Source: an optimization exercise on an open RTL-to-GDS flow (aim: small area). Production flows keep margins and buffers that such runs may drop.
Function was checked by simulation only, so behaviour that the tests miss may differ from the original.
Power and IR drop assume default switching activity.

## conv_in_top
module conv_in_top (
	input  logic                        clk,
	input  logic                        rst_n,
	input  logic                        enable,
	input  logic [1:0]                  cmd,
	input  logic [32-1:0]  pixel_in,
	output logic [1:0]                  ack,
	output logic [8-1:0] rom_addr,
	output logic [(2 + 6 * 32)-1:0]        window
);
Size in the first run: ~1,500 cells after synthesis, about 790 flip-flops, ~240 I/O pins, about 28,000 um2 of cells after synthesis.
==> flow/config.mk <==
export PLATFORM = sky130hd
export DESIGN_NAME = conv_in_top
export DESIGN_NICKNAME = conv_in_top
export VERILOG_FILES = /design/flow/design.v
export SDC_FILE = /design/flow/constraint.sdc
export NUM_CORES = 4
export LEC_CHECK = 0
export CAP_MARGIN = 20
export CORE_MARGIN = 2
export CORE_UTILIZATION = 75
export SLEW_MARGIN = 20
==> flow/constraint.sdc <==
create_clock -name core_clock -period 5.0 [get_ports {clk}]
set_input_delay 1.0000 -clock core_clock [delete_from_list [all_inputs] [get_ports {clk}]]
set_output_delay 1.0000 -clock core_clock [all_outputs]
set_load 0.01 [all_outputs]
standard.sh (not shown) runs the stock make flow with config.mk's settings and CLKGATE_MAP_FILE= SYNTH_SCRIPT=/design/flow/synth_recipe.tcl, a recipe that flattens the netlist after the stock synthesis.
==> flow/flow/run.sh <==
#!/bin/bash
# Standard ORFS layout with three changes: ABC maps for area only, the port
# buffers are the smallest buffer cell, and clock tree synthesis clusters
# more sinks per buffer and adds no dummy loads. The make output goes to
# flow_make.log here; each ORFS step keeps its own log under orfs/logs/.
set -euo pipefail
export FLOW_WORK=$PWD
export FLOW_ABC_SCRIPT=$PWD/flow/abc_min_area.script
bash standard.sh \
	"SYNTH_SCRIPT=$PWD/flow/synth_min_area.tcl" \
	"BUFFER_PORTS_ARGS=-buffer_cell sky130_fd_sc_hd__buf_1" \
	"CTS_ARGS=-sink_clustering_enable -repair_clock_nets -dont_use_dummy_load -buf_list sky130_fd_sc_hd__clkbuf_4 -sink_clustering_size 10 -sink_clustering_max_diameter 35" \
	finish > flow_make.log 2>&1
==> flow/flow/abc_min_area.script <==
strash
dch -f
amap
==> flow/flow/synth_min_area.tcl <==
# The standard synthesis (synth_recipe.tcl in the work folder), except that
# ABC maps the logic with flow/abc_min_area.script, an area-only mapping.
proc abc {args} {
  set i [lsearch -exact $args -script]
  if { $i >= 0 } {
    lset args [expr { $i + 1 }] $::env(FLOW_ABC_SCRIPT)
  }
  yosys abc {*}$args
}
source $::env(FLOW_WORK)/synth_recipe.tcl
==> next run, changes <==
--- a/flow/flow/run.sh
+++ b/flow/flow/run.sh
@@ -10,4 +10,4 @@
 	"SYNTH_SCRIPT=$PWD/flow/synth_min_area.tcl" \
 	"BUFFER_PORTS_ARGS=-buffer_cell sky130_fd_sc_hd__buf_1" \
-	"CTS_ARGS=-sink_clustering_enable -repair_clock_nets -dont_use_dummy_load -buf_list sky130_fd_sc_hd__clkbuf_4 -sink_clustering_size 10 -sink_clustering_max_diameter 35" \
+	"CTS_ARGS=-sink_clustering_enable -repair_clock_nets -dont_use_dummy_load -buf_list sky130_fd_sc_hd__clkbuf_8" \
 	finish > flow_make.log 2>&1
The changed run produced a clean layout.
Cell count goes up by 0.30%.
Die area stays the same.
Area after synthesis stays the same.
Hold slack improved by 0.15 ns.
Via count barely changes.
Power rises by 6.9%.
==> next run, changes <==
--- a/flow/flow/run.sh
+++ b/flow/flow/run.sh
@@ -10,4 +10,4 @@
 	"SYNTH_SCRIPT=$PWD/flow/synth_min_area.tcl" \
 	"BUFFER_PORTS_ARGS=-buffer_cell sky130_fd_sc_hd__buf_1" \
-	"CTS_ARGS=-sink_clustering_enable -repair_clock_nets -dont_use_dummy_load -buf_list sky130_fd_sc_hd__clkbuf_8" \
+	"CTS_ARGS=-sink_clustering_enable -repair_clock_nets -dont_use_dummy_load -buf_list sky130_fd_sc_hd__clkbuf_8 -sink_clustering_size 16 -sink_clustering_max_diameter 50" \
 	finish > flow_make.log 2>&1
The changed run passed the timing, design-rule and antenna checks.
Wire length falls by a few percent.
Hold slack gets worse by 0.011 ns.
Cell count falls by a few percent.
==> next run, changes <==
--- a/flow/flow/run.sh
+++ b/flow/flow/run.sh
@@ -10,4 +10,4 @@
 	"SYNTH_SCRIPT=$PWD/flow/synth_min_area.tcl" \
 	"BUFFER_PORTS_ARGS=-buffer_cell sky130_fd_sc_hd__buf_1" \
-	"CTS_ARGS=-sink_clustering_enable -repair_clock_nets -dont_use_dummy_load -buf_list sky130_fd_sc_hd__clkbuf_8 -sink_clustering_size 16 -sink_clustering_max_diameter 50" \
+	"CTS_ARGS=-sink_clustering_enable -repair_clock_nets -dont_use_dummy_load -buf_list sky130_fd_sc_hd__clkbuf_4 -sink_clustering_size 11 -sink_clustering_max_diameter 38" \
 	finish > flow_make.log 2>&1
Result:
- The changed run produced a clean layout
- worst setup slack loses 0.11 ns
- utilization drops by 0.14 points
- routed wire length climbs by about 0.5%
- final cell count climbs by 1.9%
- sequential power barely changes
- power drops by about 0.46%
- first-iteration DRC count climbs by about 2.4%
- synthesized area is unchanged
- combinational power stays flat
- final area is about the same
==> next run, changes <==
--- a/flow/flow/run.sh
+++ b/flow/flow/run.sh
@@ -10,4 +10,4 @@
 	"SYNTH_SCRIPT=$PWD/flow/synth_min_area.tcl" \
 	"BUFFER_PORTS_ARGS=-buffer_cell sky130_fd_sc_hd__buf_1" \
-	"CTS_ARGS=-sink_clustering_enable -repair_clock_nets -dont_use_dummy_load -buf_list sky130_fd_sc_hd__clkbuf_4 -sink_clustering_size 11 -sink_clustering_max_diameter 38" \
+	"CTS_ARGS=-sink_clustering_enable -repair_clock_nets -dont_use_dummy_load -buf_list {sky130_fd_sc_hd__clkbuf_4 sky130_fd_sc_hd__clkbuf_8} -sink_clustering_size 12 -sink_clustering_max_diameter 40" \
 	finish > flow_make.log 2>&1
Count of clock-buffer cells in the layout went down by 10.
Worst hold slack improves by 0.19 ns.
Die area stays the same.
Final area went up slightly.
Synthesized area does not change.
Cell count went down slightly.
Worst setup slack improves by 0.15 ns.

## static timing again, ports no longer ideal
The results above use ideal ports. As a check the final layouts listed here were re-extracted and re-timed, cells and wires unchanged.
Step 1 sets driving cells, clkbuf_16 on the clock port and buf_2 on the other inputs (assumed; they add their load-dependent delay and slew).
Step 2 adds t to the input delays and takes it off the output delays; t is the mean of the earliest and latest rising clock arrival at the registers after step 1. Input paths then give back, and output paths get back, about the clock's delay inside the block.
Slacks: ideal / step 1 / step 2; pairs: ideal / step 1.
| run | shift t [ns] | slack for setup (ns) | worst hold slack (ns) | worst register clock-pin slew, ns |
|---|---|---|---|---|
| the first run | 0.840 | 0.521 / 0.468 / 1.307 | 0.151 / 0.122 / 0.385 | 0.11 / 0.11 |
| the second run | 0.711 | 0.625 / 0.575 / 1.286 | 0.300 / 0.273 / 0.370 | 0.07 / 0.07 |
| the third run | 0.719 | 0.645 / 0.592 / 1.311 | 0.288 / 0.258 / 0.406 | 0.10 / 0.10 |
| the fourth run | 0.857 | 0.530 / 0.474 / 1.331 | 0.135 / 0.102 / 0.389 | 0.12 / 0.12 |
| the fifth run | 0.683 | 0.680 / 0.631 / 1.314 | 0.325 / 0.301 / 0.382 | 0.08 / 0.08 |
After both steps every run listed still meets setup and hold.
